From an optimization exercise on the open Yosys and OpenROAD flow, aimed at small area; shortcuts taken in it are not production practice.
Where RTL was checked, it was by simulation tests only, not by an equivalence proof against the original.
Only the layout flow was run in runs 4 and 5; the RTL was not checked for function there.
Power and IR drop assume default switching activity.

**flow/run.sh**
```bash
#!/bin/bash
# synth_recipe.tcl (not shown) runs the flow's synth.tcl, then flattens the netlist and writes it again
# the make line also repeats each setting of config.mk as NAME=value (left out here)
make -C /OpenROAD-flow-scripts/flow DESIGN_CONFIG=/design/flow/config.mk WORK_HOME=/design/flow/orfs CLKGATE_MAP_FILE= SYNTH_SCRIPT=/design/flow/synth_recipe.tcl finish
```
**flow/config.mk**
```make
export PLATFORM = sky130hd
export DESIGN_NAME = moving_average_mc
export DESIGN_NICKNAME = moving_average_mc
export VERILOG_FILES = /design/flow/design.v
export SDC_FILE = /design/flow/constraint.sdc
export NUM_CORES = 4
export LEC_CHECK = 0
export CAP_MARGIN = 20
export CORE_MARGIN = 2
export CORE_UTILIZATION = 40
export SLEW_MARGIN = 20
```
**flow/constraint.sdc**
```tcl
create_clock -name core_clock -period 8.0 [get_ports {clk}]
set_input_delay 1.6000 -clock core_clock [delete_from_list [all_inputs] [get_ports {clk}]]
set_output_delay 1.6000 -clock core_clock [all_outputs]
set_load 0.01 [all_outputs]
```
**flow/design.v**
```verilog
module moving_average_mc #(
  parameter int DATA_WIDTH      = 16,
  parameter int CHANNELS        = 4,
  parameter int MAX_WINDOW_LOG2 = 5,
  localparam int CW = (CHANNELS > 1) ? $clog2(CHANNELS) : 1,
  localparam int WW = $clog2(MAX_WINDOW_LOG2 + 1)
) (
  input  logic                  clk,
  input  logic                  reset,
  input  logic [DATA_WIDTH-1:0] input_data,
  input  logic [CW-1:0]         input_channel,
  input  logic                  enable,
  input  logic [WW-1:0]         window,
  output logic [DATA_WIDTH-1:0] output_data,
  output logic [CW-1:0]         output_channel,
  output logic                  output_data_valid,
  output logic                  output_primed
);
  localparam int L  = MAX_WINDOW_LOG2;
  localparam int MW = 1 << L;
  localparam int AW = DATA_WIDTH + L;
  localparam int FW = L + 1;
  logic [WW-1:0]                win_c, cur_win;
  logic                         clear;
  logic [FW-1:0]                fill [CHANNELS];
  logic signed [AW-1:0]         acc  [CHANNELS];
  logic [DATA_WIDTH-1:0]        sr   [CHANNELS][MW];
  logic [FW-1:0]                eff_fill, new_fill, w_fill;
  logic [DATA_WIDTH-1:0]        tap;
  logic signed [DATA_WIDTH-1:0] x_old;
  logic signed [AW-1:0]         base, acc_new;
  logic [DATA_WIDTH-1:0]        avg;
  logic                         primed;
  logic                         v1, v2;
  logic [DATA_WIDTH-1:0]        s1_data, s2_data;
  logic [CW-1:0]                s1_ch, s2_ch;
  logic                         s1_primed, s2_primed;
  always_comb begin
    win_c    = (window > WW'(L)) ? WW'(L) : window;
    clear    = (win_c != cur_win);
    eff_fill = clear ? '0 : fill[input_channel];
    w_fill   = FW'(1) << win_c;
    tap      = sr[input_channel][0];
    for (int k = 1; k <= L; k++)
      if (win_c == WW'(k)) tap = sr[input_channel][(1 << k) - 1];
    x_old    = (eff_fill >= w_fill) ? tap : '0;
    base     = (eff_fill == '0) ? '0 : acc[input_channel];
    acc_new  = base + {{L{input_data[DATA_WIDTH-1]}}, input_data} - {{L{x_old[DATA_WIDTH-1]}}, x_old};
    new_fill = (eff_fill == FW'(MW)) ? eff_fill : eff_fill + FW'(1);
    primed   = (new_fill >= w_fill);
    avg      = DATA_WIDTH'(acc_new >>> win_c);
  end
  always_ff @(posedge clk) begin
    for (int c = 0; c < CHANNELS; c++) begin
      if (enable && input_channel == CW'(c)) begin
        sr[c][0] <= input_data;
        for (int i = 1; i < MW; i++) sr[c][i] <= sr[c][i-1];
        acc[c] <= acc_new;
      end
    end
  end
  always_ff @(posedge clk or posedge reset) begin
    if (reset) begin
      cur_win <= '0;
      for (int c = 0; c < CHANNELS; c++) fill[c] <= '0;
    end else begin
      cur_win <= win_c;
      if (clear) begin
        for (int c = 0; c < CHANNELS; c++) fill[c] <= '0;
      end
      if (enable) fill[input_channel] <= new_fill;
    end
  end
  always_ff @(posedge clk or posedge reset) begin
    if (reset) begin
      v1                <= 1'b0;
      v2                <= 1'b0;
      output_data_valid <= 1'b0;
      s1_data           <= '0;
      s1_ch             <= '0;
      s1_primed         <= 1'b0;
      s2_data           <= '0;
      s2_ch             <= '0;
      s2_primed         <= 1'b0;
      output_data       <= '0;
      output_channel    <= '0;
      output_primed     <= 1'b0;
    end else begin
      v1                <= enable;
      v2                <= v1;
      output_data_valid <= v2;
      if (enable) begin
        s1_data   <= avg;
        s1_ch     <= input_channel;
        s1_primed <= primed;
      end
      s2_data        <= s1_data;
      s2_ch          <= s1_ch;
      s2_primed      <= s1_primed;
      output_data    <= s2_data;
      output_channel <= s2_ch;
      output_primed  <= s2_primed;
    end
  end
endmodule
```
==> results of run 1 <==
## state kept, by name (all words and copies together), names as in the netlist
register           cells
output_channel         2
s1_data               16
fill                  24
v2                     1
s2_data               16
s1_primed              1
output_primed          1
s2_ch                  2
s1_ch                  2
acc                   84
s2_primed              1
v1                     1
output_data           16
output_data_valid      1
sr                  2048
cur_win                3
## final cells by class
cell class / instances / area [um^2] / share of cell area (%)
timing repair buffer: 124 / 1180 / 1.411
tap: 2385 / 2984 / 3.570
clock buffer: 262 / 5449 / 6.518
multi-input combinational: 686 / 6709 / 8.025
antenna: 1 / 2.502 / 0.002993
clock inverter: 116 / 822.0 / 0.9833
inverter: 63 / 252.7 / 0.3023
sequential: 2219 / 66200 / 79.19
## per-layer routing
metal | GRT usage, % | routed length (um) | share of wire [%] | up-vias
met3 | 2.565 | 5161 | 4.4 | 210
met1 | 18.24 | 55560 | 47 | 14730
met4 | 3.720 | 2486 | 2.1 | 2
met2 | 19.07 | 53760 | 46 | 568
met5 | 0 | 12 | 0.010 | -
li1 | - | - | - | 12770
## worst paths after layout
| kind | depth (start not counted) | to |
|---|---|---|
| min reg2reg | 0 | output_data[12] |
| max in group asynchronous | 3 | s2_data[1] |
| min in group asynchronous | 2 | output_data_valid |
| min | 0 | output_data[12] |
| max reg2reg | 25 | s1_data[8] |
| max | 26 | s1_data[8] |
## cell families after synthesis
kind of cell / Yosys count / synth area share, %
simple gates: 256 / 1.616
compound gates: 199 / 1.845
mux: 150 / 4.169
fa+ha+maj: 56 / 1.158
buf+inv: 133 / 0.7920
xor+xnor: 25 / 0.3083
flops: 2219 / 90.11
## synthesized netlist by cell type, types with 10 or more instances
cell type  instances  area (um^2)
a211oi_1          13        97.59
a21o_1            15        112.6
a21oi_1           32        160.2
and2_1            16        100.1
buf_2             29        145.1
buf_4             12        90.09
clkbuf_1          24        90.09
dfrtp_1           87         2177
edfxtp_1        2132        64020
fa_1              20        400.4
ha_1              36        450.4
inv_1             62        232.7
mux2i_1           18        180.2
mux4_2           124         2793
nand2_1          128        480.5
nand2b_1          10        62.56
nand3_1           17        85.08
nor2_1            37        138.9
nor3_1            13        65.06
o211ai_1          11        82.58
o21ai_0           31        155.2
o22ai_1           33        206.5
xnor2_1           12        105.1
xor2_1            12        105.1
## power groups by stage
stage / Sequential, uW / Clock, uW / Combinational [uW]
after floorplan: 13600 / 0 / 753
after global placement: 13600 / 0 / 1270
after detailed placement: 13600 / 0 / 1300
after CTS: 13300 / 9330 / 1300
after global routing: 13400 / 9780 / 1400
final: 13300 / 9030 / 1290
## worst max-delay path, stage by stage
cell and delay (ns):
clkdlybuf4s50_1 0.63, xor2_1 0.25, nor3_1 0.22, a22oi_2 0.12
a211o_1 0.26, ha_1 0.27, nand2b_1 0.15, a21o_1 0.18
a21oi_1 0.16, nor2b_1 0.06, o21ai_0 0.16, nand2b_1 0.12
a21oi_1 0.15, buf_4 0.22, nor2_1 0.09, fa_1 0.50
inv_1 0.06, ha_1 0.26, a21o_1 0.17, and4_1 0.25
o21ba_2 0.25, o2111a_1 0.25, nor3_1 0.53, mux2i_1 0.34
o22ai_1 0.33, a21bo_2 0.18
## per-stage QoR
step / util (%) / setup WS (ns) / cell area, um^2 / total power (uW)
after floorplan: - / -2.933 / 73630 / 14390
after global placement: 42.31 / 0.1413 / 77300 / 14830
after detailed placement: 42.31 / 0.1201 / 77300 / 14870
after CTS: 45.75 / 0.9870 / 83580 / 23970
after global routing: 45.76 / 0.6781 / 83600 / 24550
final: 45.76 / 0.9288 / 83600 / 23650
## placed cells by master, fill, tap and decap left out, types with 18 or more instances in the layout
master / Yosys / routed
clkbuf_16: 0 / 209
edfxtp_1: 2132 / 2132
inv_1: 62 / 57
buf_4: 12 / 70
ha_1: 36 / 36
o22ai_1: 33 / 33
mux2i_1: 18 / 18
nor2_1: 37 / 37
nand2_1: 128 / 128
clkbuf_1: 24 / 51
mux4_2: 124 / 124
o21ai_0: 31 / 30
clkinv_2: 0 / 39
clkdlybuf4s50_1: 0 / 40
fa_1: 20 / 20
clkinv_1: 0 / 54
a21oi_1: 32 / 31
dfrtp_1: 87 / 87
==> qor.tcl, run 1 <==
set qor(ys_seq_elements) 2219
set qor(cell_internal_power_dissipation_uw) 18670
set qor(ys_async_sr_fraction_pct) 3.921
set qor(io_pins) 44
set qor(setup-tns-final_ns) 0
set qor(synth_enable_flop_cells) 2132
set qor(fin_crit_sh_pct) 88.39
set qor(finalWirelength_um) 117000
set qor(timing.critical_path.arrival_ns) 7.80
set qor(power_switching_uw) 4975
set qor(globalRoute.totalOverflow) 0
set qor(holdWs_ns) 0.3476
set qor(syn-mean-instance-area_um2) 24.18
set qor(numPlacedInstances) 5476
set qor(ctsLongestPathBuffers) 3
set qor(leakage_uw) 0.02700
set qor(timing.max_cap.violations) 0
set qor(portBuffers) 43
set qor(power_switching_share_pct) 21.04
set qor(cts_setup_buffers) 0
set qor(tritoncts) {built}
set qor(detail_route.first_pass.iterations) 5
set qor(layout.nets) 3381
set qor(synth-seq-area-share_pct) 90.11
set qor(post_drt_via_cell_ratio) 4.828
set qor(clk_root_buffer_cell) {clkbuf_16}
set qor(synth_cell_type_count) 74
set qor(final_non_filler_cell_total) 5856
set qor(final.fill_count) 15030
set qor(worst-path-max-fanout) 9
set qor(r2r_setup_slack_ns) 2.09
set qor(route.vias.total) 28280
set qor(dominantRegCellSynth) {edfxtp_1}
set qor(power.ir.vdd_worst_uv) 180.9
set qor(die_area_um2) 187100
set qor(pwr-share-comb_pct) 5.4
set qor(place_congestion) 0.8551
set qor(post_drt_wl_per_cell_um) 19.98
set qor(drt_first_iter_violations) 2317
set qor(sinks_on_clock_net) 2219
set qor(p_per_area_nw_per_um2) 282.9
set qor(post_route_cells_drive_above_1_share_pct) 14.73
set qor(r2r-start) {cur_win[0]}
set qor(path_class) {in -> reg}
set qor(cp-start-kind) {input port}
set qor(ctsHtreeMaxLevel) 4
set qor(tritoncts.num_buffers) 207
set qor(first_pass_grt_wire_length_um) 178200
set qor(final-max-slew-violation-count) 0
set qor(setup_violations) 0
set qor(drc_errors) 0
set qor(core_area_um2) 182700
set qor(gr-usage-all-layers_pct) 12.50
set qor(fmaxAchievable_mhz) 141.4
set qor(grt_max_degree) 179
set qor(antenna_violating_nets_post_route) 0
set qor(hold_path_class) {reg -> reg}
set qor(report.final.hold_viol_count) 0
set qor(cts.hold.buffers_added) 0
set qor(worst_skew_pair.late_latency_ns) 0.81
set qor(netlist_area_um2) 73460
set qor(clk_transition_reported_paths_ns) 0.06
set qor(startpoint) {window[1]}
set qor(slew_at_the_pin_with_the_worst_max_slew_slack_ns) 1.122
set qor(clock_power_share_pct) 38.2
set qor(relSlewSlack_pct) 25.23
set qor(final.min_clock_period_ns) 7.071
set qor(syn2layout_area_growth_pct) 13.80
set qor(postCtsResizedCells) 0
set qor(setup_repair_after_global_routing_missed_its_margin) {false}
set qor(syn_inst) 3038
set qor(outcome) {complete, no violations}
set qor(critical_path_required_ns) 8.73
set qor(num_rows) 157
set qor(setup.worst_path.end_class) {flip-flop}
set qor(synth_warnings) 4
set qor(fin_skew_ns) 0.02411
set qor(detailed_place_hpwl_um) 66300
set qor(fp.dieW_um) 432.6
set qor(grt_antenna_before_repair) 5
set qor(fp.dieH_um) 432.6
set qor(seq_power_share_pct) 56.4
set qor(synth_nets) 3118
set qor(floorplan.initialDensity_pct) 40.21
set qor(first_global_vias) 28680
set qor(hp-start) {s2_data[12]}
==> run 2, diff against run 1 <==
--- a/flow/config.mk
+++ b/flow/config.mk
@@ -9,3 +9,4 @@
 export CORE_MARGIN = 2
-export CORE_UTILIZATION = 40
+export CORE_UTILIZATION = 60
+export CTS_BUF_LIST = sky130_fd_sc_hd__clkbuf_4 sky130_fd_sc_hd__clkbuf_8
 export SLEW_MARGIN = 20
==> qor.tcl, run 2 <==
set qor(final.fill_count) 7620 ;# was 15030
set qor(relSlewSlack_pct) -6.145 ;# was 25.23%
set qor(worst-path-max-fanout) 19 ;# was 9
set qor(layout.nets) 3506 ;# was 3381
set qor(portBuffers) 43 ;# unchanged
set qor(synth_enable_flop_cells) 2132 ;# unchanged
set qor(report.power.total_uw) 23280 ;# was 23650 uW
set qor(grt_max_degree) 174 ;# was 179
set qor(tritoncts) {built} ;# unchanged
set qor(place_congestion) 0.8655 ;# was 0.8551
set qor(detail_route.first_pass.iterations) 7 ;# was 5
set qor(syn-mean-instance-area_um2) 24.18 ;# unchanged
set qor(core_area_um2) 121700 ;# was 182700 um^2
set qor(synth_nets) 3118 ;# unchanged
set qor(fp.dieH_um) 353.9 ;# was 432.6 um
set qor(dpl_worst_slack_ns) 0.2333 ;# was 0.1201 ns
set qor(cp-start-kind) {input port} ;# unchanged
set qor(fmaxAchievable_mhz) 145.9 ;# was 141.4 MHz
set qor(leakage_uw) 0.02724 ;# was 0.02700 uW
set qor(slew_at_the_pin_with_the_worst_max_slew_slack_ns) 1.592 ;# was 1.122 ns
set qor(antenna_violating_nets_post_route) 0 ;# unchanged
set qor(synth_cell_type_count) 74 ;# unchanged
set qor(final-max-slew-violation-count) 69 ;# was 0
set qor(fin_worst_setup_slack_ns) 1.145 ;# was 0.9288 ns
set qor(first_pass_grt_wire_length_um) 180800 ;# was 178200 um
set qor(cts_setup_buffers) 0 ;# unchanged
set qor(synth_warnings) 4 ;# unchanged
set qor(p_per_area_nw_per_um2) 281.7 ;# was 282.9 nW/um^2
set qor(setup_violations) 0 ;# unchanged
set qor(dominantRegCellSynth) {edfxtp_1} ;# unchanged
set qor(yosysMostFrequentCell) {edfxtp_1} ;# unchanged
set qor(clk_transition_reported_paths_ns) 0.06 ;# about the same
set qor(power.ir.vdd_worst_uv) 174.5 ;# was 180.9 uV
set qor(layout.cells.most_common_list) {edfxtp_1 (2132), clkbuf_8 (355), nand2_1 (128), mux4_2 (124), clkbuf_4 (120)} ;# was edfxtp_1 (2132), clkbuf_16 (209), nand2_1 (128), mux4_2 (124), dfrtp_1 (87)
set qor(floorplan.initialDensity_pct) 60.36 ;# was 40.21%
set qor(critical_path_required_ns) 8.80 ;# was 8.73 ns
set qor(syn2layout_area_growth_pct) 12.50 ;# was 13.80%
set qor(detailed_place_hpwl_um) 64690 ;# was 66300 um
set qor(fp.dieW_um) 353.9 ;# was 432.6 um
set qor(ys_seq_elements) 2219 ;# unchanged
set qor(layout_commonest_cell) {edfxtp_1} ;# unchanged
set qor(largest_register_ffs) 2048 ;# unchanged
set qor(post_drt_via_cell_ratio) 5.496 ;# was 4.828
set qor(final.min_clock_period_ns) 6.855 ;# was 7.071 ns
set qor(setup_repair_after_global_routing_missed_its_margin) {false} ;# unchanged
set qor(synth-seq-area-share_pct) 90.11 ;# unchanged
set qor(netlist_area_um2) 73460 ;# unchanged
set qor(report.final.hold_viol_count) 0 ;# unchanged
set qor(fin_skew_ns) 0.06260 ;# was 0.02411 ns
set qor(synth_largest_area_cell) {edfxtp_1} ;# unchanged
set qor(worst_skew_pair.late_latency_ns) 0.97 ;# was 0.81 ns
set qor(drt_first_iter_violations) 2646 ;# was 2317
set qor(ctsHtreeMaxLevel) 5 ;# was 4
set qor(setup.worst_path.end_class) {flip-flop} ;# unchanged
set qor(syn_inst) 3038 ;# unchanged
set qor(path_class) {in -> reg} ;# unchanged
set qor(timing.max_cap.violations) 0 ;# unchanged
set qor(ctsLongestPathBuffers) 4 ;# was 3
set qor(ys_async_sr_fraction_pct) 3.921 ;# unchanged
set qor(postCtsResizedCells) 0 ;# unchanged
set qor(clk_root_buffer_cell) {clkbuf_8} ;# was clkbuf_16
set qor(globalRoute.totalOverflow) 0 ;# unchanged
set qor(sinks_on_clock_net) 2219 ;# unchanged
set qor(gr-usage-all-layers_pct) 19.35 ;# was 12.50%
set qor(largest_registers) {sr: 2048 flops, acc: 84 flops, fill: 24 flops} ;# unchanged
set qor(yosys-top-cells-count) {edfxtp_1 (2132), nand2_1 (128), mux4_2 (124)} ;# unchanged
set qor(tritoncts.num_buffers) 348 ;# was 207
set qor(largest-register) {sr} ;# unchanged
set qor(die_area_um2) 125300 ;# was 187100 um^2
set qor(ys_top_cells_by_area) {edfxtp_1 (87%), mux4_2 (3.8%), dfrtp_1 (3.0%)} ;# unchanged
set qor(hold_path_class) {reg -> reg} ;# unchanged
set qor(first_global_vias) 29890 ;# was 28680
set qor(yosys.area.top_type_share_pct) 87.15 ;# unchanged
set qor(check_fail_reasons) {slew limit}
set qor(fin_crit_sh_pct) 85.69 ;# was 88.39%
set qor(cts.hold.buffers_added) 0 ;# unchanged
set qor(outcome) {failed layout checks} ;# was complete, no violations
set qor(drc_errors) 0 ;# unchanged
set qor(post_route_cells_drive_above_1_share_pct) 20.01 ;# was 14.73%
set qor(io_pins) 44 ;# unchanged
set qor(post_drt_wl_per_cell_um) 22.56 ;# was 19.98 um
set qor(num_rows) 128 ;# was 157
set qor(grt_antenna_before_repair) 6 ;# was 5
set qor(finalWirelength_um) 119200 ;# was 117000 um
set qor(route.vias.total) 29050 ;# was 28280
set qor(timing.critical_path.arrival_ns) 7.66 ;# was 7.80 ns
[run 2: cell counts after synthesis]
No cell type changed its count.
[run 2: layer usage]
metal / GRT usage, % / share of wire, % / vias up
met5: 0 / 0.012 / -
met4: 8.517 / 3.3 / 2
met3: 4.624 / 5.8 / 266
met2: 27.62 / 45 / 815
met1: 29.15 / 46 / 14920
li1: - / - / 13050
[run 2: kinds of logic (layout without fill, tap and decap cells)]
logic type | count (synthesis) | after routing | share of synthesized area (%)
flops | 2219 | 2219 | 90.11
simple gates | 256 | 256 | 1.616
compound gates | 199 | 199 | 1.845
mux | 150 | 150 | 4.169
buf+inv | 133 | 753 | 0.7920
fa+ha+maj | 56 | 56 | 1.158
xor+xnor | 25 | 25 | 0.3083
other cells | 0 | 3 | 0
[run 2: cell type report]
type | instances | area, um^2 | share of cell area [%]
inverters | 63 | 254.0 | 0.3073
clock buffers | 475 | 5787 | 7.002
flip-flops and latches | 2219 | 66200 | 80.10
diodes | 3 | 7.507 | 0.009083
repair buffers | 108 | 1114 | 1.347
multi-input cells | 686 | 6709 | 8.117
well taps | 1625 | 2033 | 2.460
clock inverters | 107 | 546.8 | 0.6616
[run 2: path summary, 6_finish.rpt]
path | startpoint | slack (ns) | cells past startpoint | to
max | window[0] | 1.14 | 27 | s1_data[13]
min | s2_ch[1] | 0.34 | 0 | output_channel[1]
max reg2reg | cur_win[1] | 2.01 | 25 | s1_data[13]
min reg2reg | s2_ch[1] | 0.34 | 0 | output_channel[1]
max in group asynchronous | reset | 5.71 | 3 | s2_data[2]
min in group asynchronous | reset | 1.01 | 2 | s2_data[15]
[run 2: power breakdown]
part	switching, uW	total [uW]	internal (uW)
combinational	825	1270	442
clock	3940	8670	4740
sequential	143	13300	13200
total	4900	23300	18400
[run 2: stage by stage]
stage	hold slack, ns	area (um^2)	cells	setup TNS, ns	utilization [%]
2_1_floorplan	0.3312	73630	3038	-6163.04	-
3_3_place_gp	0.3386	76250	4699	0	62.64
3_5_place_dp	0.3378	76250	4699	0	62.65
4_1_cts	0.3334	82590	5281	0	67.85
5_1_grt	0.3447	82640	5284	0	67.90
6_report	0.3373	82650	5286	0	67.90
[run 2: critical path, stage by stage]
cell             delay, ns
clkdlybuf4s50_1       0.59
xor2_1                0.17
nor3_1                0.07
a22oi_2               0.21
buf_4                 0.27
nand2b_1              0.18
inv_1                 0.07
ha_1                  0.29
a21o_1                0.16
a21oi_1               0.16
nor2b_1               0.06
o21ai_0               0.15
nand2b_1              0.10
a21oi_1               0.25
buf_4                 0.22
a311oi_1              0.07
fa_1                  0.54
inv_1                 0.04
ha_1                  0.43
nand4_1               0.20
nor4_1                0.32
o21ai_0               0.16
o211ai_1              0.17
xnor2_1               0.20
a2111oi_1             0.63
o2bb2ai_1             0.12
a31o_1                0.20
==> run 3, diff against run 2 <==
--- a/flow/config.mk
+++ b/flow/config.mk
@@ -10,3 +10,4 @@
 export CORE_UTILIZATION = 60
-export CTS_BUF_LIST = sky130_fd_sc_hd__clkbuf_4 sky130_fd_sc_hd__clkbuf_8
+export CTS_BUF_LIST = sky130_fd_sc_hd__clkbuf_8
+export CTS_CLUSTER_SIZE = 30
 export SLEW_MARGIN = 20
==> qor.tcl, run 3 <==
set qor(post_drt_via_cell_ratio) 5.504 ;# was 5.496
set qor(largest_registers) {sr: 2048 flops, acc: 84 flops, fill: 24 flops} ;# unchanged
set qor(critical_path_required_ns) 8.81 ;# was 8.80 ns
set qor(synth_nets) 3118 ;# unchanged
set qor(grt.met2_usage_pct) 27.55 ;# was 27.62%
set qor(syn_inst) 3038 ;# unchanged
set qor(power_switching_uw) 4906 ;# was 4903 uW
set qor(tritoncts.num_buffers) 348 ;# unchanged
set qor(num_rows) 128 ;# unchanged
set qor(hold_path_class) {reg -> reg} ;# unchanged
set qor(detail_route.first_pass.iterations) 5 ;# was 7
set qor(first_pass_grt_wire_length_um) 180600 ;# was 180800 um
set qor(report.final.hold_viol_count) 0 ;# unchanged
set qor(ys_top_cells_by_area) {edfxtp_1 (87%), mux4_2 (3.8%), dfrtp_1 (3.0%)} ;# unchanged
set qor(worst_skew_pair.late_latency_ns) 0.97 ;# about the same
set qor(check_fail_reasons) {slew limit} ;# unchanged
set qor(setup-tns-final_ns) 0 ;# unchanged
set qor(globalRoute.totalOverflow) 0 ;# unchanged
set qor(fmaxAchievable_mhz) 144.0 ;# was 145.9 MHz
set qor(use_met1_pct) 29.14 ;# was 29.15%
set qor(final-max-slew-violation-count) 65 ;# was 69
set qor(pwr-share-comb_pct) 5.6 ;# was 5.4%
set qor(setup_violations) 0 ;# unchanged
set qor(fin_worst_setup_slack_ns) 1.056 ;# was 1.145 ns
set qor(startpoint) {window[0]} ;# unchanged
set qor(place_congestion) 0.8655 ;# unchanged
set qor(ys_async_sr_fraction_pct) 3.921 ;# unchanged
set qor(ctsLongestPathBuffers) 4 ;# unchanged
set qor(setup_repair_after_global_routing_missed_its_margin) {false} ;# unchanged
set qor(post-route-util_pct) 67.53 ;# was 67.90%
set qor(grt_max_degree) 174 ;# unchanged
set qor(syn-mean-instance-area_um2) 24.18 ;# unchanged
set qor(dpl_worst_slack_ns) 0.2333 ;# unchanged
set qor(tritoncts) {built} ;# unchanged
set qor(r2r-start) {cur_win[1]} ;# unchanged
set qor(ys_seq_elements) 2219 ;# unchanged
set qor(cts_setup_buffers) 0 ;# unchanged
set qor(numPlacedInstances) 4699 ;# unchanged
set qor(finalWirelength_um) 119200 ;# about the same
set qor(drt_first_iter_violations) 2662 ;# was 2646
set qor(layout.cells.most_common_list) {edfxtp_1 (2132), clkbuf_8 (355), inv_1 (177), nand2_1 (128), mux4_2 (124)} ;# was edfxtp_1 (2132), clkbuf_8 (355), nand2_1 (128), mux4_2 (124), clkbuf_4 (120)
set qor(netlist_area_um2) 73460 ;# unchanged
set qor(dominantRegCellSynth) {edfxtp_1} ;# unchanged
set qor(portBuffers) 43 ;# unchanged
set qor(core_area_um2) 121700 ;# unchanged
set qor(fin_crit_sh_pct) 86.80 ;# was 85.69%
set qor(setup.worst_path.end_class) {flip-flop} ;# unchanged
set qor(cell_depth_of_the_worst_flop_to_flop_path) 25 ;# unchanged
set qor(drc_errors) 0 ;# unchanged
set qor(slew_at_the_pin_with_the_worst_max_slew_slack_ns) 1.554 ;# was 1.592 ns
set qor(placedInstanceArea_um2) 76250 ;# unchanged
set qor(post_drt_wl_per_cell_um) 22.56 ;# about the same
set qor(final_non_filler_cell_total) 5285 ;# was 5286
set qor(post_route_cells_drive_above_1_share_pct) 16.73 ;# was 20.01%
set qor(clk_transition_reported_paths_ns) 0.06 ;# about the same
set qor(timing.critical_path.arrival_ns) 7.75 ;# was 7.66 ns
set qor(timing.max_cap.violations) 0 ;# unchanged
set qor(first_global_vias) 29870 ;# was 29890
set qor(clock_power_share_pct) 35.7 ;# was 37.3%
set qor(layout_commonest_cell) {edfxtp_1} ;# unchanged
set qor(critical_path_end) {s1_data[13]} ;# unchanged
set qor(fp.dieH_um) 353.9 ;# unchanged
set qor(detailed_place_hpwl_um) 64690 ;# unchanged
set qor(final.min_clock_period_ns) 6.944 ;# was 6.855 ns
set qor(synth_cell_type_count) 74 ;# unchanged
set qor(syn2layout_area_growth_pct) 11.89 ;# was 12.50%
set qor(synth_warnings) 4 ;# unchanged
set qor(layout.nets) 3506 ;# unchanged
set qor(power.ir.vdd_worst_uv) 185.2 ;# was 174.5 uV
set qor(cts.hold.buffers_added) 0 ;# unchanged
set qor(top_usage_layer) {met1} ;# unchanged
set qor(relSlewSlack_pct) -3.591 ;# was -6.145%
set qor(p_per_area_nw_per_um2) 276.4 ;# was 281.7 nW/um^2
set qor(gr-usage-all-layers_pct) 19.33 ;# was 19.35%
set qor(seq_power_share_pct) 58.7 ;# was 57.3%
set qor(regToRegEndpoint) {s1_data[13]} ;# unchanged
set qor(antenna_violating_nets_post_route) 0 ;# unchanged
set qor(sinks_on_clock_net) 2219 ;# unchanged
set qor(yosysMostFrequentCell) {edfxtp_1} ;# unchanged
set qor(fp.dieW_um) 353.9 ;# unchanged
set qor(outcome) {failed layout checks} ;# unchanged
set qor(cell_internal_power_dissipation_uw) 17820 ;# was 18380 uW
set qor(yosys.area.top_type_share_pct) 87.15 ;# unchanged
set qor(io_pins) 44 ;# unchanged
set qor(ctsHtreeMaxLevel) 5 ;# unchanged
set qor(grt_antenna_before_repair) 6 ;# unchanged
set qor(path_class) {in -> reg} ;# unchanged
set qor(largest-register) {sr} ;# unchanged
set qor(gr-usage-met3_pct) 4.665 ;# was 4.624%
set qor(yosys-top-cells-count) {edfxtp_1 (2132), nand2_1 (128), mux4_2 (124)} ;# unchanged
set qor(largest_register_ffs) 2048 ;# unchanged
set qor(clk_root_buffer_cell) {clkbuf_8} ;# unchanged
set qor(r2r_setup_slack_ns) 1.92 ;# was 2.01 ns
set qor(fin_skew_ns) 0.05807 ;# was 0.06260 ns
set qor(worst-path-max-fanout) 19 ;# unchanged
set qor(floorplan.initialDensity_pct) 60.36 ;# unchanged
set qor(cp-start-kind) {input port} ;# unchanged
set qor(synth_enable_flop_cells) 2132 ;# unchanged
set qor(synth-seq-area-share_pct) 90.11 ;# unchanged
set qor(postCtsResizedCells) 0 ;# unchanged
set qor(synth_largest_area_cell) {edfxtp_1} ;# unchanged
set qor(final_design_area_no_fill_um2) 82200 ;# was 82650 um^2
set qor(die_area_um2) 125300 ;# unchanged
set qor(power_switching_share_pct) 21.59 ;# was 21.06%
set qor(leakage_uw) 0.02733 ;# was 0.02724 uW
set qor(route.vias.total) 29090 ;# was 29050
==> run 3: changes by cell type in the layout (fill, tap and decap cells not counted) <==
cell / before / now
clkbuf_4: 120 / 0
diode_2: 3 / 2
inv_1: 57 / 177
==> run 3: logic make-up after synthesis <==
logic type	share of synthesized area (%)
compound gates	1.845
xor+xnor	0.3083
fa+ha+maj	1.158
buf+inv	0.7920
flops	90.11
mux	4.169
simple gates	1.616
==> run 3: power groups by stage <==
stage | Clock [uW] | Combinational, uW | Sequential, uW
6_report | 8110 | 1270 | 13300
4_1_cts | 8410 | 1280 | 13300
3_3_place_gp | 0 | 1260 | 13600
5_1_grt | 8920 | 1390 | 13400
2_1_floorplan | 0 | 753 | 13600
3_5_place_dp | 0 | 1270 | 13600
==> run 3: routing by layer <==
layer / vias to the layer above / wire length, um
met5: - / 14
met4: 2 / 3886
met3: 268 / 6771
met2: 811 / 53160
met1: 14960 / 55400
li1: 13050 / -
==> run 3: worst min path at each step <==
| stage | start | to | slack, ns | cells after the start |
|---|---|---|---|---|
| finish | s2_ch[1] | output_channel[1] | 0.34 | 0 |
| global route | s2_data[1] | output_data[1] | 0.34 | 0 |
| CTS | s2_ch[1] | output_channel[1] | 0.33 | 0 |
| detailed placement | s2_ch[0] | output_channel[0] | 0.34 | 0 |
| global placement | v1 | v2 | 0.34 | 0 |
| floorplan | s2_ch[0] | output_channel[0] | 0.33 | 0 |
==> run 3: worst max-delay path, cell delays in order <==
cell and delay, ns:
clkdlybuf4s50_1 0.60, xor2_1 0.17, nor3_1 0.07, a22oi_2 0.21
buf_4 0.27, nand2b_1 0.19, inv_1 0.07, ha_1 0.29
a21o_1 0.16, a21oi_1 0.16, nor2b_1 0.06, o21ai_0 0.15
nand2b_1 0.10, a21oi_1 0.27, buf_4 0.23, a311oi_1 0.08
fa_1 0.54, inv_1 0.04, ha_1 0.43, nand4_1 0.21
nor4_1 0.34, o21ai_0 0.16, o211ai_1 0.19, xnor2_1 0.22
a2111oi_1 0.62, o2bb2ai_1 0.13, a31o_1 0.20
==> run 3: per-stage QoR <==
step	hold slack, ns	total power (uW)
3_3_place_gp	0.3386	14810
2_1_floorplan	0.3312	14390
5_1_grt	0.3446	23670
4_1_cts	0.3334	23040
3_5_place_dp	0.3378	14850
6_report	0.3361	22720
==> run 3: area by class of cell <==
class / count / area [um^2]
Clock buffer: 355 / 4886
Multi-Input combinational cell: 686 / 6709
Antenna cell: 2 / 5.005
Clock inverter: 227 / 997.2
Inverter: 63 / 254.0
Tap cell: 1625 / 2033
Timing Repair Buffer: 108 / 1114
Sequential cell: 2219 / 66200
Fill cell: 7689 / 39520
==> run 4, diff against run 3 <==
--- a/flow/design.v
+++ b/flow/design.v
@@ -28,3 +28,2 @@
   logic [FW-1:0]                eff_fill, new_fill, w_fill;
-  logic [DATA_WIDTH-1:0]        tap;
   logic signed [DATA_WIDTH-1:0] x_old;
@@ -42,6 +41,7 @@
     w_fill   = FW'(1) << win_c;
-    tap      = sr[input_channel][0];
-    for (int k = 1; k <= L; k++)
-      if (win_c == WW'(k)) tap = sr[input_channel][(1 << k) - 1];
-    x_old    = (eff_fill >= w_fill) ? tap : '0;
+    x_old    = '0;
+    for (int c = 0; c < CHANNELS; c++)
+      for (int k = 0; k <= L; k++)
+        if (input_channel == CW'(c) && win_c == WW'(k) && eff_fill >= w_fill)
+          x_old = x_old | sr[c][(1 << k) - 1];
     base     = (eff_fill == '0) ? '0 : acc[input_channel];
--- a/flow/config.mk
+++ b/flow/config.mk
@@ -10,4 +10,5 @@
 export CORE_UTILIZATION = 60
-export CTS_BUF_LIST = sky130_fd_sc_hd__clkbuf_8
-export CTS_CLUSTER_SIZE = 30
-export SLEW_MARGIN = 20
+export CTS_BUF_LIST = sky130_fd_sc_hd__clkbuf_16
+export CTS_CLUSTER_DIAMETER = 60
+export CTS_CLUSTER_SIZE = 25
+export SLEW_MARGIN = 30
==> qor.tcl, run 4 <==
set qor(power.ir.vdd_worst_uv) 251.6 ;# was 185.2 uV
set qor(cp_top_family) {compound AO/OA/AOI/OAI gates} ;# unchanged
set qor(gr-usage-all-layers_pct) 22.69 ;# was 19.33%
set qor(synth_enable_flop_cells) 2132 ;# unchanged
set qor(largest_register_ffs) 2048 ;# unchanged
set qor(synth_nets) 3272 ;# was 3118
set qor(final-max-slew-violation-count) 0 ;# was 65
set qor(post-route-util_pct) 67.53 ;# about the same
set qor(yosysMostFrequentCell) {edfxtp_1} ;# unchanged
set qor(ctsLongestPathBuffers) 3 ;# was 4
set qor(post_route_cells_drive_above_1_share_pct) 14.62 ;# was 16.73%
set qor(outcome) {complete, no violations} ;# was failed layout checks
set qor(setup.worst_path.end_class) {flip-flop} ;# unchanged
set qor(clk_transition_reported_paths_ns) 0.08 ;# was 0.06 ns
set qor(yosys.area.top_type_share_pct) 87.64 ;# was 87.15%
set qor(slew_at_the_pin_with_the_worst_max_slew_slack_ns) 0.9929 ;# was 1.554 ns
set qor(die_area_um2) 124600 ;# was 125300 um^2
set qor(syn_inst) 3192 ;# was 3038
set qor(fin_skew_ns) 0.04913 ;# was 0.05807 ns
set qor(hold_path_class) {reg -> reg} ;# unchanged
set qor(final.fill_count) 7796 ;# was 7689
set qor(fp.dieW_um) 352.9 ;# was 353.9 um
set qor(layout.cells.most_common_list) {edfxtp_1 (2132), buf_4 (214), clkbuf_16 (141), nand2_1 (113)} ;# was edfxtp_1 (2132), clkbuf_8 (355), inv_1 (177), nand2_1 (128), mux4_2 (124)
set qor(setup_repair_after_global_routing_missed_its_margin) {false} ;# unchanged
set qor(floorplan.initialDensity_pct) 60.25 ;# was 60.36%
set qor(cp-start-kind) {input port} ;# unchanged
set qor(ys_async_sr_fraction_pct) 3.921 ;# unchanged
set qor(leakage_uw) 0.02693 ;# was 0.02733 uW
set qor(yosys-top-cells-count) {edfxtp_1 (2132), nand2_1 (113), a22oi_1 (87), dfrtp_1 (87), nor2_1 (72)} ;# was edfxtp_1 (2132), nand2_1 (128), mux4_2 (124)
set qor(p_per_area_nw_per_um2) 271.2 ;# was 276.4 nW/um^2
set qor(grt_antenna_before_repair) 14 ;# was 6
set qor(largest-register) {sr} ;# unchanged
set qor(grt_max_degree) 185 ;# was 174
set qor(cts.hold.buffers_added) 0 ;# unchanged
set qor(ctsHtreeMaxLevel) 4 ;# was 5
set qor(ys_seq_elements) 2219 ;# unchanged
set qor(clk_root_buffer_cell) {clkbuf_16} ;# was clkbuf_8
set qor(place_congestion) 0.9586 ;# was 0.8655
set qor(sinks_on_clock_net) 2219 ;# unchanged
set qor(final.min_clock_period_ns) 7.521 ;# was 6.944 ns
set qor(layout.nets) 3608 ;# was 3506
set qor(post_drt_wl_per_cell_um) 26.64 ;# was 22.56 um
set qor(fin_crit_sh_pct) 94.01 ;# was 86.80%
set qor(timing.max_cap.violations) 0 ;# unchanged
set qor(setup_violations) 0 ;# unchanged
set qor(path_class) {in -> reg} ;# unchanged
set qor(detail_route.first_pass.iterations) 6 ;# was 5
set qor(portBuffers) 43 ;# unchanged
set qor(setup-tns-final_ns) 0 ;# unchanged
set qor(cp_slowest_stage_delay_ns) 0.49 ;# was 0.62 ns
set qor(netlist_area_um2) 73050 ;# was 73460 um^2
set qor(timing.critical_path.mode_cell) {buf_4}
set qor(cpMaxStageDelayCell) {a2111oi_1} ;# unchanged
set qor(layout_commonest_cell) {edfxtp_1} ;# unchanged
set qor(syn-mean-instance-area_um2) 22.88 ;# was 24.18 um^2
set qor(seq_area_um2) 66200 ;# unchanged
set qor(first_global_vias) 30210 ;# was 29870
set qor(drc_errors) 0 ;# unchanged
set qor(ys_top_cells_by_area) {edfxtp_1 (88%), dfrtp_1 (3.0%), a22oi_1 (0.89%)} ;# was edfxtp_1 (87%), mux4_2 (3.8%), dfrtp_1 (3.0%)
set qor(timing.critical_path.arrival_ns) 8.17 ;# was 7.75 ns
set qor(synth-seq-area-share_pct) 90.62 ;# was 90.11%
set qor(route.vias.total) 30750 ;# was 29090
set qor(fmaxAchievable_mhz) 133.0 ;# was 144.0 MHz
set qor(drt_first_iter_violations) 3560 ;# was 2662
set qor(worst-path-max-fanout) 8 ;# was 19
set qor(tritoncts) {built} ;# unchanged
set qor(io_pins) 44 ;# unchanged
set qor(finalWirelength_um) 140100 ;# was 119200 um
set qor(tritoncts.num_buffers) 134 ;# was 348
set qor(synth_largest_area_cell) {edfxtp_1} ;# unchanged
set qor(cp_num_buf_inv) 8 ;# was 5
set qor(post_drt_via_cell_ratio) 5.847 ;# was 5.504
set qor(largest_registers) {sr: 2048 flops, acc: 84 flops, fill: 24 flops} ;# unchanged
set qor(critical_path_required_ns) 8.65 ;# was 8.81 ns
set qor(multiInputGateArea_um2) 6279 ;# was 6709 um^2
set qor(antenna_violating_nets_post_route) 0 ;# unchanged
set qor(synth_cell_type_count) 72 ;# was 74
set qor(worst_skew_pair.late_latency_ns) 0.77 ;# was 0.97 ns
set qor(syn2layout_area_growth_pct) 12.08 ;# was 11.89%
set qor(dominantRegCellSynth) {edfxtp_1} ;# unchanged
set qor(num_rows) 128 ;# unchanged
set qor(core_area_um2) 121200 ;# was 121700 um^2
set qor(report.final.hold_viol_count) 0 ;# unchanged
set qor(relSlewSlack_pct) 33.81 ;# was -3.591%
set qor(fp.dieH_um) 352.9 ;# was 353.9 um
set qor(globalRoute.totalOverflow) 0 ;# unchanged
set qor(detailed_place_hpwl_um) 88270 ;# was 64690 um
set qor(synth_warnings) 4 ;# unchanged
set qor(first_pass_grt_wire_length_um) 203800 ;# was 180600 um
## run 4: cell types whose count changed after synthesis, moves of 10 or more
cell | before | now
nand2_1 | 128 | 113
mux2i_1 | 18 | 29
a221oi_1 | 2 | 21
buf_4 | 12 | 2
mux4_2 | 124 | 26
a222oi_1 | 0 | 15
nor2_1 | 37 | 72
a22o_1 | 0 | 22
a21oi_1 | 32 | 62
a22oi_1 | 6 | 87
a21o_1 | 15 | 5
clkbuf_1 | 24 | 42
## run 4: cells by family (layout without fill, tap and decap cells)
group                      count (synthesis)  count (layout)  share of synthesized area [%]
AOI/OAI and AO/OA                        366             366                          3.619
xor gates and xnor gates                  26              26                         0.3528
buffers and inverters                    152             593                         0.8410
other                                      0               2                              0
adders and majority gates                 56              56                          1.165
and+or+nand+nor                          304             304                          1.942
DFF                                     2219            2219                          90.62
muxes                                     69              69                          1.456
## run 4: per-layer routing
layer,routed length (um),up-vias,track usage (%)
li1,-,13430,-
met1,62300,16110,34.22
met2,65120,940,34.58
met3,8381,251,4.052
met4,4220,16,7.214
met5,92,-,0
## run 4: cell type report
cell class	instances	share of cell area, %
Multi-Input combinational cell	821	7.669
Antenna cell	2	0.006113
Tap cell	1625	2.483
Sequential cell	2219	80.86
Clock buffer	141	4.310
Inverter	74	0.3591
Timing Repair Buffer	278	3.024
Clock inverter	100	1.290
## run 4: worst register-to-register path, delay by kind of cell, from the launching register on
kind / cells / cell delay [ns]
AO/OA/AOI/OAI: 15 / 3.32
XOR/XNOR: 1 / 0.16
adder cells (fa/ha/maj): 3 / 1.08
buffers and inverters: 7 / 1.15
flip-flops: 1 / 0.43
AND/OR/NAND/NOR: 6 / 0.68
## run 4: final timing paths
check                                start  slack, ns  depth (start not counted)           endpoint
min in group asynchronous            reset       1.25                          2  output_data_valid
worst max-delay path             window[1]       0.48                         33        s1_data[15]
worst min-delay path                    v1       0.35                          0                 v2
worst max register to register  cur_win[0]       1.06                         32        s1_data[15]
max in group asynchronous            reset       5.69                          3     output_data[6]
worst min register to register          v1       0.35                          0                 v2
## run 4: power by group
| group | leakage [uW] | internal [uW] | switching, uW | total, uW |
|---|---|---|---|---|
| sequential | 0.0206 | 13200 | 155 | 13300 |
| clock | 0.00228 | 3670 | 3760 | 7430 |
| combinational | 0.00400 | 584 | 860 | 1440 |
| total | 0.0269 | 17400 | 4780 | 22200 |
## run 4: per-stage QoR
stage	setup slack (ns)	power, uW	hold slack (ns)	cells	instance area [um^2]
6_report	0.4789	22200	0.3535	5260	81870
5_1_grt	0.1019	22990	0.3594	5259	81870
4_1_cts	0.5205	22430	0.3551	5254	81740
3_5_place_dp	-0.2608	15040	0.3347	5013	77160
3_3_place_gp	-0.3281	15010	0.3338	5012	77130
2_1_floorplan	-2.892	14360	0.3312	3192	73160
## run 4: timing repair
item | 4_1_cts | 5_1_grt
setup buffers | 0 | 0
gates resized for setup | 0 | 1
setup endpoints to repair | 0 | 1
==> run 5, diff against run 4 <==
--- a/flow/config.mk
+++ b/flow/config.mk
@@ -10,5 +10,5 @@
 export CORE_UTILIZATION = 60
-export CTS_BUF_LIST = sky130_fd_sc_hd__clkbuf_16
-export CTS_CLUSTER_DIAMETER = 60
-export CTS_CLUSTER_SIZE = 25
+export CTS_BUF_LIST = sky130_fd_sc_hd__clkbuf_8 sky130_fd_sc_hd__clkbuf_16
+export CTS_CLUSTER_DIAMETER = 50
+export CTS_CLUSTER_SIZE = 20
 export SLEW_MARGIN = 30
==> qor.tcl, run 5 <==
set qor(outcome) {complete, no violations} ;# unchanged
set qor(cts.hold.buffers_added) 0 ;# unchanged
set qor(hold_path_depth) 0 ;# unchanged
set qor(fp.dieH_um) 352.9 ;# unchanged
set qor(syn_inst) 3192 ;# unchanged
set qor(first_global_vias) 30580 ;# was 30210
set qor(gr-usage-all-layers_pct) 22.90 ;# was 22.69%
set qor(timing.critical_path.mode_cell) {buf_4} ;# unchanged
set qor(power.ir.vdd_worst_uv) 237.8 ;# was 251.6 uV
set qor(synth_enable_flop_cells) 2132 ;# unchanged
set qor(clk_transition_reported_paths_ns) 0.07 ;# was 0.08 ns
set qor(detail_route.first_pass.iterations) 6 ;# unchanged
set qor(final.min_clock_period_ns) 7.622 ;# was 7.521 ns
set qor(hp-start) {s2_data[6]} ;# was v1
set qor(ys_top_cells_by_area) {edfxtp_1 (88%), dfrtp_1 (3.0%), a22oi_1 (0.89%)} ;# unchanged
set qor(tritoncts) {built} ;# unchanged
set qor(die_area_um2) 124600 ;# unchanged
set qor(critical_path_required_ns) 8.68 ;# was 8.65 ns
set qor(ys_seq_elements) 2219 ;# unchanged
set qor(dominantRegCellSynth) {edfxtp_1} ;# unchanged
set qor(slew_at_the_pin_with_the_worst_max_slew_slack_ns) 1.071 ;# was 0.9929 ns
set qor(first_pass_grt_wire_length_um) 205300 ;# was 203800 um
set qor(clk_root_buffer_cell) {clkbuf_16} ;# unchanged
set qor(yosys.area.top_type_share_pct) 87.64 ;# unchanged
set qor(postCtsResizedCells) 0 ;# unchanged
set qor(report.final.hold_viol_count) 0 ;# unchanged
set qor(post_drt_wl_per_cell_um) 26.60 ;# was 26.64 um
set qor(fin_skew_ns) 0.04105 ;# was 0.04913 ns
set qor(hold_path_class) {reg -> reg} ;# unchanged
set qor(ctsLongestPathBuffers) 3 ;# unchanged
set qor(cell_depth_of_the_worst_flop_to_flop_path) 31 ;# was 32
set qor(layout.cells.most_common_list) {edfxtp_1 (2132), buf_4 (214), clkbuf_16 (171), nand2_1 (113)} ;# was edfxtp_1 (2132), buf_4 (214), clkbuf_16 (141), nand2_1 (113)
set qor(sinks_on_clock_net) 2219 ;# unchanged
set qor(setup_repair_after_global_routing_missed_its_margin) {false} ;# unchanged
set qor(path_class) {in -> reg} ;# unchanged
set qor(final-max-slew-violation-count) 0 ;# unchanged
set qor(io_pins) 44 ;# unchanged
set qor(ctsHtreeMaxLevel) 4 ;# unchanged
set qor(drc_errors) 0 ;# unchanged
set qor(tritoncts.num_buffers) 162 ;# was 134
set qor(fin_crit_sh_pct) 95.28 ;# was 94.01%
set qor(grt_max_degree) 185 ;# unchanged
set qor(largest_registers) {sr: 2048 flops, acc: 84 flops, fill: 24 flops} ;# unchanged
set qor(regToRegEndpoint) {s1_data[13]} ;# was s1_data[15]
set qor(setup_violations) 0 ;# unchanged
set qor(worst-path-max-fanout) 8 ;# unchanged
set qor(portBuffers) 43 ;# unchanged
set qor(finalWirelength_um) 141100 ;# was 140100 um
set qor(relSlewSlack_pct) 28.58 ;# was 33.81%
set qor(largest-register) {sr} ;# unchanged
set qor(timing.critical_path.arrival_ns) 8.30 ;# was 8.17 ns
set qor(route.vias.total) 30970 ;# was 30750
set qor(netlist_area_um2) 73050 ;# unchanged
set qor(timing.max_cap.violations) 0 ;# unchanged
set qor(leakage_uw) 0.02741 ;# was 0.02693 uW
set qor(post_route_cells_drive_above_1_share_pct) 15.72 ;# was 14.62%
set qor(synth_largest_area_cell) {edfxtp_1} ;# unchanged
set qor(yosys-top-cells-count) {edfxtp_1 (2132), nand2_1 (113), a22oi_1 (87), dfrtp_1 (87), nor2_1 (72)} ;# unchanged
set qor(num_rows) 128 ;# unchanged
set qor(syn2layout_area_growth_pct) 13.52 ;# was 12.08%
set qor(antenna_violating_nets_post_route) 0 ;# unchanged
set qor(largest_register_ffs) 2048 ;# unchanged
set qor(r2r-start) {cur_win[0]} ;# unchanged
set qor(core_area_um2) 121200 ;# unchanged
set qor(dpl_worst_slack_ns) -0.2608 ;# unchanged
set qor(layout_commonest_cell) {edfxtp_1} ;# unchanged
set qor(fin_worst_setup_slack_ns) 0.3778 ;# was 0.4789 ns
set qor(holdWs_ns) 0.3410 ;# was 0.3535 ns
set qor(fp.dieW_um) 352.9 ;# unchanged
set qor(setup.worst_path.end_class) {flip-flop} ;# unchanged
set qor(synth_warnings) 4 ;# unchanged
set qor(p_per_area_nw_per_um2) 281.6 ;# was 271.2 nW/um^2
set qor(synth-seq-area-share_pct) 90.62 ;# unchanged
set qor(cp-start-kind) {input port} ;# unchanged
set qor(final.fill_count) 7669 ;# was 7796
set qor(syn-mean-instance-area_um2) 22.88 ;# unchanged
set qor(cp_slowest_stage_delay_ns) 0.56 ;# was 0.49 ns
set qor(worst_skew_pair.late_latency_ns) 0.79 ;# was 0.77 ns
set qor(synth_cell_type_count) 72 ;# unchanged
set qor(cts_setup_buffers) 0 ;# unchanged
set qor(fmaxAchievable_mhz) 131.2 ;# was 133.0 MHz
set qor(post_drt_via_cell_ratio) 5.839 ;# was 5.847
set qor(floorplan.initialDensity_pct) 60.25 ;# unchanged
set qor(yosysMostFrequentCell) {edfxtp_1} ;# unchanged
set qor(cpMaxStageDelayCell) {a2111oi_0} ;# was a2111oi_1
set qor(r2r_setup_slack_ns) 0.94 ;# was 1.06 ns
set qor(drt_first_iter_violations) 3599 ;# was 3560
set qor(timing.hold.worst_endpoint) {output_data[6]} ;# was v2
set qor(synth_nets) 3272 ;# unchanged
set qor(grt_antenna_before_repair) 12 ;# was 14
set qor(place_congestion) 0.9586 ;# unchanged
set qor(layout.nets) 3635 ;# was 3608
set qor(ys_async_sr_fraction_pct) 3.921 ;# unchanged
set qor(globalRoute.totalOverflow) 0 ;# unchanged
set qor(detailed_place_hpwl_um) 88270 ;# unchanged
## run 5: worst max-delay path: cells and delay by family
| family | cells | cell delay, ns |
|---|---|---|
| AOI/OAI and AO/OA | 14 | 3.16 |
| buffers and inverters | 7 | 1.16 |
| adders and majority gates | 3 | 1.08 |
| and+or+nand+nor | 5 | 0.59 |
| xor gates and xnor gates | 2 | 0.45 |
| muxes | 1 | 0.26 |
## run 5: metrics by stage
step | setup TNS (ns) | instances | utilization [%] | power [uW] | cell area (um^2)
after floorplan | -6072.53 | 3192 | - | 14360 | 73160
final | 0 | 5303 | 68.40 | 23350 | 82920
after detailed placement | -1.481 | 5013 | 63.64 | 15040 | 77160
after global placement | -2.769 | 5012 | 63.62 | 15010 | 77130
after global routing | 0 | 5302 | 68.40 | 24160 | 82920
after CTS | 0 | 5298 | 68.32 | 23600 | 82830
## run 5: logic make-up (layout without fill, tap and decap cells)
group	after synthesis	after routing	synth area share, %
flops	2219	2219	90.62
compound gates	366	366	3.619
simple gates	304	304	1.942
buf+inv	152	636	0.8410
mux	69	69	1.456
fa+ha+maj	56	56	1.165
xor+xnor	26	26	0.3528
other cells	0	2	0
## run 5: area by class of cell
class,count,area [um^2],area share [%]
repair buffers,277,2449,2.953
well taps,1625,2033,2.452
flip-flops and latches,2219,66200,79.83
diodes,2,5.005,0.006035
multi-input cells,821,6277,7.570
clock inverters,113,1375,1.658
inverters,74,294.0,0.3546
clock buffers,172,4293,5.177
## run 5: routing by layer
metal | vias to the layer above | track usage, % | wire, um
met1 | 16230 | 34.48 | 63300
met5 | - | 0 | 64
met4 | 12 | 7.026 | 3524
met3 | 236 | 4.186 | 8028
li1 | 13520 | - | -
met2 | 964 | 34.99 | 66140
## run 5: worst max-delay path by stage
stage                      from           to  cells past startpoint
2_1_floorplan  input_channel[0]    acc[3][0]                      8
6_report              window[1]  s1_data[13]                     32
3_5_place_dp          window[1]  s1_data[15]                     33
4_1_cts               window[1]  s1_data[15]                     33
5_1_grt               window[1]  s1_data[15]                     33
3_3_place_gp          window[1]  s1_data[15]                     33
## run 5: power breakdown
group / internal, uW / switching, uW
combinational: 583 / 861
sequential: 13200 / 157
clock: 4590 / 3980
==> run 6, diff against run 5 <==
--- a/flow/design.v
+++ b/flow/design.v
@@ -27,3 +27,4 @@
   logic [DATA_WIDTH-1:0]        sr   [CHANNELS][MW];
-  logic [FW-1:0]                eff_fill, new_fill, w_fill;
+  logic [FW-1:0]                eff_fill, new_fill;
+  logic                         full;
   logic signed [DATA_WIDTH-1:0] x_old;
@@ -40,3 +41,3 @@
     eff_fill = clear ? '0 : fill[input_channel];
-    w_fill   = FW'(1) << win_c;
+    full     = eff_fill[win_c];
     x_old    = '0;
@@ -44,3 +45,3 @@
       for (int k = 0; k <= L; k++)
-        if (input_channel == CW'(c) && win_c == WW'(k) && eff_fill >= w_fill)
+        if (input_channel == CW'(c) && win_c == WW'(k) && full)
           x_old = x_old | sr[c][(1 << k) - 1];
@@ -48,4 +49,4 @@
     acc_new  = base + {{L{input_data[DATA_WIDTH-1]}}, input_data} - {{L{x_old[DATA_WIDTH-1]}}, x_old};
-    new_fill = (eff_fill == FW'(MW)) ? eff_fill : eff_fill + FW'(1);
-    primed   = (new_fill >= w_fill);
+    new_fill = full ? eff_fill : eff_fill + FW'(1);
+    primed   = new_fill[win_c];
     avg      = DATA_WIDTH'(acc_new >>> win_c);
@@ -73,2 +74,10 @@
   end
+  always_ff @(posedge clk) begin
+    s1_data   <= avg;
+    s1_ch     <= input_channel;
+    s1_primed <= primed;
+    s2_data   <= s1_data;
+    s2_ch     <= s1_ch;
+    s2_primed <= s1_primed;
+  end
   always_ff @(posedge clk or posedge reset) begin
@@ -78,8 +87,2 @@
       output_data_valid <= 1'b0;
-      s1_data           <= '0;
-      s1_ch             <= '0;
-      s1_primed         <= 1'b0;
-      s2_data           <= '0;
-      s2_ch             <= '0;
-      s2_primed         <= 1'b0;
       output_data       <= '0;
@@ -91,13 +94,7 @@
       output_data_valid <= v2;
-      if (enable) begin
-        s1_data   <= avg;
-        s1_ch     <= input_channel;
-        s1_primed <= primed;
+      if (v2) begin
+        output_data    <= s2_data;
+        output_channel <= s2_ch;
+        output_primed  <= s2_primed;
       end
-      s2_data        <= s1_data;
-      s2_ch          <= s1_ch;
-      s2_primed      <= s1_primed;
-      output_data    <= s2_data;
-      output_channel <= s2_ch;
-      output_primed  <= s2_primed;
     end
--- a/flow/config.mk
+++ b/flow/config.mk
@@ -9,6 +9,7 @@
 export CORE_MARGIN = 2
-export CORE_UTILIZATION = 60
-export CTS_BUF_LIST = sky130_fd_sc_hd__clkbuf_8 sky130_fd_sc_hd__clkbuf_16
-export CTS_CLUSTER_DIAMETER = 50
-export CTS_CLUSTER_SIZE = 20
-export SLEW_MARGIN = 30
+export CORE_UTILIZATION = 50
+export CTS_BUF_LIST = sky130_fd_sc_hd__clkbuf_16
+export CTS_CLUSTER_DIAMETER = 70
+export CTS_CLUSTER_SIZE = 30
+export GPL_TIMING_DRIVEN = 0
+export SLEW_MARGIN = 20
==> qor.tcl, run 6 <==
set qor(power.ir.vdd_worst_uv) 205.8 ;# was 237.8 uV
set qor(final-max-slew-violation-count) 0 ;# unchanged
set qor(portBuffers) 42 ;# was 43
set qor(ys_async_sr_fraction_pct) 2.208 ;# was 3.921%
set qor(finalWirelength_um) 132000 ;# was 141100 um
set qor(timing.critical_path.arrival_ns) 8.50 ;# was 8.30 ns
set qor(largest_registers) {sr: 2048 flops, acc: 84 flops, fill: 24 flops} ;# unchanged
set qor(globalRoute.totalOverflow) 0 ;# unchanged
set qor(num_rows) 139 ;# was 128
set qor(grt_antenna_before_repair) 13 ;# was 12
set qor(syn2layout_area_growth_pct) 12.30 ;# was 13.52%
set qor(cell_internal_power_dissipation_uw) 16410 ;# was 18350 uW
set qor(seq_power_share_pct) 63.0 ;# was 57.1%
set qor(layout.cells.most_common_list) {edfxtp_1 (2132), clkbuf_16 (113), nand2_1 (78), buf_12 (66)} ;# was edfxtp_1 (2132), buf_4 (214), clkbuf_16 (171), nand2_1 (113)
set qor(leakage_uw) 0.02604 ;# was 0.02741 uW
set qor(detail_route.first_pass.iterations) 6 ;# unchanged
set qor(first_global_vias) 28920 ;# was 30580
set qor(largest-register) {sr} ;# unchanged
set qor(first_pass_grt_wire_length_um) 193300 ;# was 205300 um
set qor(path_class) {in -> reg} ;# unchanged
set qor(fp.dieW_um) 385.1 ;# was 352.9 um
set qor(clk_transition_reported_paths_ns) 0.10 ;# was 0.07 ns
set qor(final.min_clock_period_ns) 7.842 ;# was 7.622 ns
set qor(fin_worst_setup_slack_ns) 0.1583 ;# was 0.3778 ns
set qor(clock_power_share_pct) 33.1 ;# was 36.7%
set qor(netlist_area_um2) 72630 ;# was 73050 um^2
set qor(worst_skew_pair.late_latency_ns) 0.77 ;# was 0.79 ns
set qor(synth_enable_flop_cells) 2132 ;# unchanged
set qor(layout_commonest_cell) {edfxtp_1} ;# unchanged
set qor(slew_at_the_pin_with_the_worst_max_slew_slack_ns) 1.187 ;# was 1.071 ns
set qor(synth_warnings) 4 ;# unchanged
set qor(cp-start-kind) {input port} ;# unchanged
set qor(timing.max_cap.violations) 0 ;# unchanged
set qor(grt_max_degree) 37 ;# was 185
set qor(dominantRegCellSynth) {edfxtp_1} ;# unchanged
set qor(fin_skew_ns) 0.03911 ;# was 0.04105 ns
set qor(cts.hold.buffers_added) 0 ;# unchanged
set qor(relSlewSlack_pct) 20.87 ;# was 28.58%
set qor(clk_root_buffer_cell) {clkbuf_16} ;# unchanged
set qor(tritoncts.num_buffers) 112 ;# was 162
set qor(yosys-top-cells-count) {edfxtp_1 (2132), nand2_1 (81), o21ai_0 (55)} ;# was edfxtp_1 (2132), nand2_1 (113), a22oi_1 (87), dfrtp_1 (87), nor2_1 (72)
set qor(dpl_worst_slack_ns) -1.685 ;# was -0.2608 ns
set qor(startpoint) {input_channel[1]} ;# was window[1]
set qor(report.final.hold_viol_count) 0 ;# unchanged
set qor(power_switching_share_pct) 21.51 ;# was 21.39%
set qor(core_area_um2) 143800 ;# was 121200 um^2
set qor(p_per_area_nw_per_um2) 256.4 ;# was 281.6 nW/um^2
set qor(ys_top_cells_by_area) {edfxtp_1 (88%), dfrtp_1 (1.7%), mux4_2 (1.7%)} ;# was edfxtp_1 (88%), dfrtp_1 (3.0%), a22oi_1 (0.89%)
set qor(ctsHtreeMaxLevel) 3 ;# was 4
set qor(hold_path_class) {reg -> reg} ;# unchanged
set qor(cell_depth_of_the_worst_flop_to_flop_path) 21 ;# was 31
set qor(fp.dieH_um) 385.1 ;# was 352.9 um
set qor(yosysMostFrequentCell) {edfxtp_1} ;# unchanged
set qor(worst-path-max-fanout) 10 ;# was 8
set qor(r2r-start) {cur_win[0]} ;# unchanged
set qor(tritoncts) {built} ;# unchanged
set qor(setup-tns-final_ns) 0 ;# unchanged
set qor(fin_crit_sh_pct) 98.02 ;# was 95.28%
set qor(critical_path_required_ns) 8.65 ;# was 8.68 ns
set qor(pwr-share-comb_pct) 4.0 ;# was 6.2%
set qor(synth-seq-area-share_pct) 90.88 ;# was 90.62%
set qor(ys_seq_elements) 2219 ;# unchanged
set qor(ctsLongestPathBuffers) 3 ;# unchanged
set qor(layout.nets) 3366 ;# was 3635
set qor(power_switching_uw) 4497 ;# was 4995 uW
set qor(r2r_setup_slack_ns) 1.37 ;# was 0.94 ns
set qor(drc_errors) 0 ;# unchanged
set qor(largest_register_ffs) 2048 ;# unchanged
set qor(io_pins) 44 ;# unchanged
set qor(gr-usage-all-layers_pct) 17.80 ;# was 22.90%
set qor(floorplan.initialDensity_pct) 50.50 ;# was 60.25%
set qor(synth_nets) 3129 ;# was 3272
set qor(post_drt_wl_per_cell_um) 24.89 ;# was 26.60 um
set qor(syn_inst) 3061 ;# was 3192
set qor(fmaxAchievable_mhz) 127.5 ;# was 131.2 MHz
set qor(regToRegEndpoint) {s1_data[11]} ;# was s1_data[13]
set qor(synth_largest_area_cell) {edfxtp_1} ;# unchanged
set qor(sinks_on_clock_net) 2219 ;# unchanged
set qor(post_drt_via_cell_ratio) 5.548 ;# was 5.839
set qor(place_congestion) 0.8491 ;# was 0.9586
set qor(post-route-util_pct) 56.71 ;# was 68.40%
set qor(critical_path_end) {s1_data[11]} ;# was s1_data[13]
set qor(detailed_place_hpwl_um) 86320 ;# was 88270 um
set qor(synth_cell_type_count) 77 ;# was 72
set qor(post_route_cells_drive_above_1_share_pct) 13.57 ;# was 15.72%
set qor(route.vias.total) 29420 ;# was 30970
set qor(setup_violations) 0 ;# unchanged
set qor(outcome) {complete, no violations} ;# unchanged
set qor(die_area_um2) 148300 ;# was 124600 um^2
set qor(setup.worst_path.end_class) {flip-flop} ;# unchanged
set qor(yosys.area.top_type_share_pct) 88.15 ;# was 87.64%
set qor(drt_first_iter_violations) 3402 ;# was 3599
set qor(antenna_violating_nets_post_route) 0 ;# unchanged
set qor(syn-mean-instance-area_um2) 23.73 ;# was 22.88 um^2
run 6: timing repair:
action	CTS	global route
gates resized for setup	18	40
buffers inserted	0	2
endpoints found under the setup margin	46	19
run 6: stage by stage:
stage	instances	hold WS [ns]	total power, uW	cell area [um^2]
final	5303	0.3353	20910	81560
after global routing	5300	0.3421	21590	81550
after detailed placement	5086	0.3121	14250	77270
after CTS	5298	0.3377	21130	81440
after global placement	5006	0.3169	14310	75560
after floorplan	3061	0.3096	13930	72760
run 6: metal layers:
| metal | track usage, % | part of all wire [%] | wire length [um] |
|---|---|---|---|
| met1 | 27.21 | 46 | 60130 |
| met2 | 26.40 | 45 | 59010 |
| met3 | 2.941 | 6.1 | 8071 |
| met4 | 5.859 | 3.6 | 4718 |
| met5 | 0 | 0.041 | 54 |
run 6: area by class of cell:
class                      instances  area, um^2
clock buffer                     113        2828
sequential                      2219       66010
multi-input combinational        721        6282
timing repair buffer             124        2110
fill                           10280       62270
clock inverter                    99        1279
tap                             1903        2381
buffer                            69       454.2
antenna                            4       10.01
inverter                          51       210.2
run 6: cells by family (layout without fill, tap and decap cells):
| group | count (synthesis) | in the layout | synth area share (%) |
|---|---|---|---|
| flip-flops | 2219 | 2219 | 90.88 |
| XOR/XNOR | 21 | 21 | 0.2532 |
| multiplexers | 116 | 116 | 2.620 |
| AO/OA/AOI/OAI | 277 | 277 | 2.770 |
| other | 0 | 4 | 0 |
| adder cells (fa/ha/maj) | 44 | 44 | 0.9647 |
| AND/OR/NAND/NOR | 263 | 263 | 1.816 |
| buffers and inverters | 121 | 456 | 0.6908 |
run 6: worst max-delay path, cell delays in order:
cell	delay [ns]
clkdlybuf4s50_1	0.64
buf_8	0.20
clkbuf_4	0.40
clkbuf_2	0.45
buf_16	0.20
buf_2	0.22
buf_12	0.21
clkbuf_4	0.42
nor2_1	0.09
a21oi_1	0.22
nor2_1	0.07
nor3_1	0.35
fa_1	0.50
ha_1	0.36
o21ai_0	0.33
a31oi_2	0.10
o311a_1	0.38
o21a_1	0.26
o41ai_2	0.35
xnor2_2	0.23
mux4_2	0.52
mux2_2	0.28
run 6: power groups by stage:
stage               Combinational (uW)  Sequential, uW  Clock, uW
finish                             830           13200       6910
global route                       894           13200       7500
CTS                                829           13200       7130
detailed placement                 819           13400          0
global placement                   713           13600          0
floorplan                          418           13500          0
run 6: how the worst min path moves through the flow:
stage / startpoint / endpoint / depth (start not counted)
floorplan: s1_ch[0] / s2_ch[0] / 0
global placement: s1_data[10] / s2_data[10] / 0
finish: s1_data[13] / s2_data[13] / 0
detailed placement: s1_data[4] / s2_data[4] / 0
CTS: s1_data[13] / s2_data[13] / 0
global route: s1_data[13] / s2_data[13] / 0

-- afterwards: timing with drivers on the ports --
How much do the figures lean on ideal ports? The routed layouts below were timed once more, with nothing changed but the port constraints.
Step 1: set_driving_cell puts a clkbuf_16 on clk and a buf_2 on each other input, an assumption about the parent block.
Step 2 times the ports against the registers' clock, not the clock port: input delays grow and output delays shrink by t, the midpoint of the rising clock arrivals with the driver on.
Three values: ideal, step 1, step 2; two values: the first two.
| run | t, ns | setup WS [ns] | worst setup path after step 2 | worst register clock-pin slew, ns | cell pins on the clock port's net |
|---|---|---|---|---|---|
| run 1 | 0.863 | 0.929 / 0.974 / 0.111 | input to register | 0.07 / 0.07 | 1 |
| run 2 | 1.007 | 1.145 / 1.165 / 0.158 | input to register | 0.07 / 0.07 | 1 |
| run 3 | 1.008 | 1.056 / 1.078 / 0.070 | input to register | 0.07 / 0.07 | 1 |
| run 4 | 0.823 | 0.479 / 0.479 / -0.344 | input to register | 0.09 / 0.09 | 1 |
| run 5 | 0.852 | 0.378 / 0.367 / -0.485 | input to register | 0.08 / 0.08 | 1 |
| run 6 | 0.831 | 0.158 / 0.210 / -0.620 | input to register | 0.11 / 0.11 | 1 |
Met with ideal ports but missed after step 2: setup timing in run 4, run 5 and run 6. For run 2, which loses most, drivers alone change the setup slack by +0.020 ns; drivers and shift together by -0.987 ns.
